What follows belongs to an exercise in optimizing a design on an open flow for small area and a short achievable clock period; a production flow would make more cautious choices. Only simulation tests tie the RTL to the original design; equivalence was not proved.

epsilon:
==> flow/design.v <==
`default_nettype none
package mem_stage_pkg;
    typedef logic [32-1:0] word_t;
    typedef logic [4-1:0]  lane_en_t;
    typedef logic [6+1:0] byte_addr_t;
    typedef logic [6-1:0] word_addr_t;
    typedef logic [1:0]             lane_off_t;
    typedef enum logic [3:0] {
        MEM_NONE = 4'h0,
        MEM_SB   = 4'h1,
        MEM_SH   = 4'h2,
        MEM_SW   = 4'h3,
        MEM_LB   = 4'h4,
        MEM_LBU  = 4'h5,
        MEM_LH   = 4'h6,
        MEM_LHU  = 4'h7,
        MEM_LW   = 4'h8
    } mem_op_t;
    function automatic logic is_store(mem_op_t op);
        is_store = (op == MEM_SB) || (op == MEM_SH) || (op == MEM_SW);
    endfunction
    function automatic logic is_load(mem_op_t op);
        is_load = (op == MEM_LB) || (op == MEM_LBU) || (op == MEM_LH) ||
               (op == MEM_LHU) || (op == MEM_LW);
    endfunction
endpackage
`default_nettype wire
`default_nettype none
module store_lane_align (
    input  mem_stage_pkg::mem_op_t   op,
    input  mem_stage_pkg::lane_off_t lane_off,
    input  mem_stage_pkg::word_t     wdata,
    output mem_stage_pkg::word_t     lane_data,
    output mem_stage_pkg::lane_en_t  lane_en,
    output logic                     misaligned,
    input  wire                      valid
);
    logic is_sb, is_sh, is_sw;
    logic half_op, word_op;
    assign is_sb = (op == mem_stage_pkg::MEM_SB);
    assign is_sh = (op == mem_stage_pkg::MEM_SH);
    assign is_sw = (op == mem_stage_pkg::MEM_SW);
    assign lane_data[7:0]   = wdata[7:0];
    assign lane_data[15:8]  = is_sb ? wdata[7:0] : wdata[15:8];
    assign lane_data[23:16] = is_sw ? wdata[23:16] : wdata[7:0];
    assign lane_data[31:24] = is_sw ? wdata[31:24] : (is_sh ? wdata[15:8] : wdata[7:0]);
    assign lane_en[0] = valid && (is_sw || (is_sh && !lane_off[1]) || (is_sb && lane_off == 2'd0));
    assign lane_en[1] = valid && (is_sw || (is_sh && !lane_off[1]) || (is_sb && lane_off == 2'd1));
    assign lane_en[2] = valid && (is_sw || (is_sh &&  lane_off[1]) || (is_sb && lane_off == 2'd2));
    assign lane_en[3] = valid && (is_sw || (is_sh &&  lane_off[1]) || (is_sb && lane_off == 2'd3));
    assign half_op = (op == mem_stage_pkg::MEM_SH) || (op == mem_stage_pkg::MEM_LH) || (op == mem_stage_pkg::MEM_LHU);
    assign word_op = (op == mem_stage_pkg::MEM_SW) || (op == mem_stage_pkg::MEM_LW);
    assign misaligned = valid && ((half_op && lane_off[0]) ||
                                  (word_op && (lane_off != 2'b00)));
endmodule
`default_nettype wire
`default_nettype none
module data_ram (
    input  wire                       clk,
    input  mem_stage_pkg::word_addr_t word_addr,
    input  mem_stage_pkg::word_t      lane_data,
    input  mem_stage_pkg::lane_en_t   lane_en,
    output mem_stage_pkg::word_t      rd_word
);
    localparam int DEPTH  = 1 << 6;
    localparam int LANE_W = 32 / 4;
    mem_stage_pkg::word_t mem [DEPTH];
    logic [DEPTH-1:0]     wsel;
    logic [7:0] sel_hi, sel_lo;
    always_comb begin
        for (int i = 0; i < 8; i++) begin
            sel_hi[i] = (word_addr[5:3] == i[2:0]);
            sel_lo[i] = (word_addr[2:0] == i[2:0]);
        end
        for (int w = 0; w < DEPTH; w++) begin
            wsel[w] = sel_hi[w / 8] && sel_lo[w % 8];
        end
    end
    for (genvar w = 0; w < DEPTH; w++) begin : g_word
        for (genvar l = 0; l < 4; l++) begin : g_lane
            always_ff @(posedge clk) begin
                if (wsel[w] && lane_en[l]) begin
                    mem[w][LANE_W*l +: LANE_W] <= lane_data[LANE_W*l +: LANE_W];
                end
            end
        end
    end
    always_comb begin
        rd_word = '0;
        for (int w = 0; w < DEPTH; w++) begin
            rd_word = rd_word | (mem[w] & {32{wsel[w]}});
        end
    end
endmodule
`default_nettype wire
`default_nettype none
module load_lane_extract (
    input  wire                      clk,
    input  wire                      rst_n,
    input  wire                      valid,
    input  mem_stage_pkg::mem_op_t   op,
    input  mem_stage_pkg::lane_off_t lane_off,
    input  mem_stage_pkg::word_t     rd_word,
    output mem_stage_pkg::word_t     rdata,
    output logic                     rdata_valid
);
    logic                 pending;
    logic                 is_word, is_half, is_byte;
    logic [3:0]           b0_sel;    
    logic [3:0]           sgn_sel;   
    logic                 b1_lane1, b1_lane3, b1_sign;
    logic [3:0]           msb;
    logic                 sign;
    logic [7:0]           byte0;
    mem_stage_pkg::word_t result;
    always_ff @(posedge clk) begin
        if (!rst_n) begin
            pending <= 1'b0;
        end else begin
            pending <= valid && ((op == mem_stage_pkg::MEM_LB) || (op == mem_stage_pkg::MEM_LBU) ||
                                 (op == mem_stage_pkg::MEM_LH) || (op == mem_stage_pkg::MEM_LHU) ||
                                 (op == mem_stage_pkg::MEM_LW));
        end
    end
    assign rdata_valid = pending;
    assign is_word = op[3];
    assign is_half = !op[3] && op[1];
    assign is_byte = !op[3] && !op[1];
    always_comb begin
        for (int k = 0; k < 4; k++) begin
            b0_sel[k]  = (is_word && k == 0) ||
                         (is_half && k == {lane_off[1], 1'b0}) ||
                         (is_byte && k == lane_off);
            sgn_sel[k] = !op[0] &&
                         ((is_half && k == {lane_off[1], 1'b1}) ||
                          (is_byte && k == lane_off));
        end
    end
    assign b1_lane1 = is_word || (is_half && !lane_off[1]);
    assign b1_lane3 = is_half && lane_off[1];
    assign b1_sign  = is_byte;
    assign msb  = {rd_word[31], rd_word[23], rd_word[15], rd_word[7]};
    assign sign = |(sgn_sel & msb);
    assign byte0 = ({8{b0_sel[0]}} & rd_word[7:0])   |
                   ({8{b0_sel[1]}} & rd_word[15:8])  |
                   ({8{b0_sel[2]}} & rd_word[23:16]) |
                   ({8{b0_sel[3]}} & rd_word[31:24]);
    assign result[7:0]   = byte0;
    assign result[15:8]  = ({8{b1_lane1}} & rd_word[15:8]) |
                           ({8{b1_lane3}} & rd_word[31:24]) |
                           ({8{b1_sign}}  & {8{sign}});
    assign result[31:16] = is_word ? rd_word[31:16] : {16{sign}};
    always_ff @(posedge clk) begin
        rdata <= result;
    end
endmodule
`default_nettype wire
`default_nettype none
module mem_stage (
    input  wire                       clk,
    input  wire                       rst_n,
    input  wire                       valid,
    input  mem_stage_pkg::mem_op_t    op,
    input  mem_stage_pkg::byte_addr_t addr,
    input  mem_stage_pkg::word_t      wdata,
    output mem_stage_pkg::word_t      rdata,
    output logic                      rdata_valid,
    output logic                      misaligned
);
    mem_stage_pkg::word_addr_t word_addr;
    mem_stage_pkg::lane_off_t  lane_off;
    mem_stage_pkg::word_t      lane_data;
    mem_stage_pkg::lane_en_t   lane_en;
    mem_stage_pkg::word_t      rd_word;
    assign word_addr = addr[6+1:2];
    assign lane_off  = addr[1:0];
    store_lane_align u_store_align (
        .op         (op),
        .lane_off   (lane_off),
        .wdata      (wdata),
        .lane_data  (lane_data),
        .lane_en    (lane_en),
        .misaligned (misaligned),
        .valid      (valid)
    );
    data_ram u_ram (
        .clk       (clk),
        .word_addr (word_addr),
        .lane_data (lane_data),
        .lane_en   (lane_en),
        .rd_word   (rd_word)
    );
    load_lane_extract u_load_extract (
        .clk         (clk),
        .rst_n       (rst_n),
        .valid       (valid),
        .op          (op),
        .lane_off    (lane_off),
        .rd_word     (rd_word),
        .rdata       (rdata),
        .rdata_valid (rdata_valid)
    );
endmodule
`default_nettype wire
export LEC_CHECK = 0
export CAP_MARGIN = 20
export CORE_MARGIN = 2
export CORE_UTILIZATION = 64
export SETUP_SLACK_MARGIN = 2.5
export SLEW_MARGIN = 20
create_clock -name core_clock -period 5.5 [get_ports {clk}]
standard.sh (not shown) runs the stock make flow with config.mk's settings and CLKGATE_MAP_FILE= SYNTH_SCRIPT=/design/flow/synth_recipe.tcl, a recipe that flattens the netlist after the stock synthesis.
==> flow/flow/run.sh <==
#!/bin/bash
# Standard ORFS layout (standard synthesis) with these changes:
# - the resizer may swap a cell for one with a different footprint, so the
#   port buffers and other cells can be sized freely;
# - port buffers start as buf_2;
# - the pins of the misaligned check sit together (flow/io.tcl);
# - clock tree sinks are clustered in larger groups with smaller buffers,
#   and no dummy loads are added.
set -euo pipefail
bash standard.sh synth > synth.log 2>&1
bash standard.sh MATCH_CELL_FOOTPRINT=0 \
  "BUFFER_PORTS_ARGS=-buffer_cell sky130_fd_sc_hd__buf_2" \
  "PRE_IO_PLACEMENT_TCL=$PWD/flow/io.tcl" \
  "CTS_ARGS=-sink_clustering_enable -repair_clock_nets -sink_clustering_size 16 -sink_clustering_max_diameter 50 -dont_use_dummy_load -buf_list {sky130_fd_sc_hd__clkbuf_4 sky130_fd_sc_hd__clkbuf_8}" \
  finish > layout.log 2>&1
==> flow/flow/io.tcl <==
# Keep the pins of the combinational alignment check together, so that
# the input-to-output path of misaligned stays short.
set_io_pin_constraint -group -order -pin_names {op[3] op[2] op[1] op[0] valid addr[1] addr[0] misaligned}
epsilon | status: complete | timing, DRC, antenna: pass
Setup changes, epsilon to alpha
==> flow/run.sh (new file) <==
#!/bin/bash
# synth_recipe.tcl (not shown) runs the flow's synth.tcl, then flattens the netlist and writes it again
# the make line also repeats each setting of config.mk as NAME=value (left out here)
make -C /OpenROAD-flow-scripts/flow DESIGN_CONFIG=/design/flow/config.mk WORK_HOME=/design/flow/orfs CLKGATE_MAP_FILE= SYNTH_SCRIPT=/design/flow/synth_recipe.tcl finish
diff --git a/flow/config.mk b/flow/config.mk
--- a/flow/config.mk
+++ b/flow/config.mk
@@ -9,4 +9,7 @@
 export CORE_MARGIN = 2
-export CORE_UTILIZATION = 64
-export SETUP_SLACK_MARGIN = 2.5
+export CORE_UTILIZATION = 62
+export CTS_BUF_LIST = sky130_fd_sc_hd__clkbuf_4 sky130_fd_sc_hd__clkbuf_8
+export CTS_CLUSTER_DIAMETER = 50
+export CTS_CLUSTER_SIZE = 16
+export SETUP_SLACK_MARGIN = 2.4
 export SLEW_MARGIN = 20
removed: flow/flow/run.sh
removed: flow/flow/io.tcl
removed: flow/standard.sh
--- outcome ---
- On overall routing resource usage: alpha sits below epsilon.
- alpha vs epsilon: global-route wire length before repair up slightly
- | area added between synthesis and finish | alpha vs epsilon | 0.36 points higher |

-- static timing again, ports no longer ideal --
The results above use ideal ports. As a check the final layouts listed here were re-extracted and re-timed, cells and wires unchanged.
Step 1 (the two cells are an assumption about what drives the block):
set clk [get_ports {clk}]
set_driving_cell -lib_cell sky130_fd_sc_hd__clkbuf_16 $clk
set_driving_cell -lib_cell sky130_fd_sc_hd__buf_2 [delete_from_list [all_inputs] $clk]
Step 2 times the ports against the registers' clock, not the clock port: input delays grow and output delays shrink by t, the midpoint of the rising clock arrivals with the driver on.
a / b / c = no drivers / after step 1 / after step 2; a / b = the first two.
| run | t, ns | setup slack, ns | worst setup path after step 2 | pins driven straight from the clock port |
|---|---|---|---|---|
| epsilon | 1.029 | 2.296 / 2.075 / 1.046 | input to register | 1 |
| alpha | 1.047 | 2.192 / 2.151 / 1.104 | input to register | 1 |
After both steps setup and hold are still met in every run listed. For epsilon, which loses most, drivers alone change the setup slack by -0.221 ns; drivers and shift together by -1.250 ns.
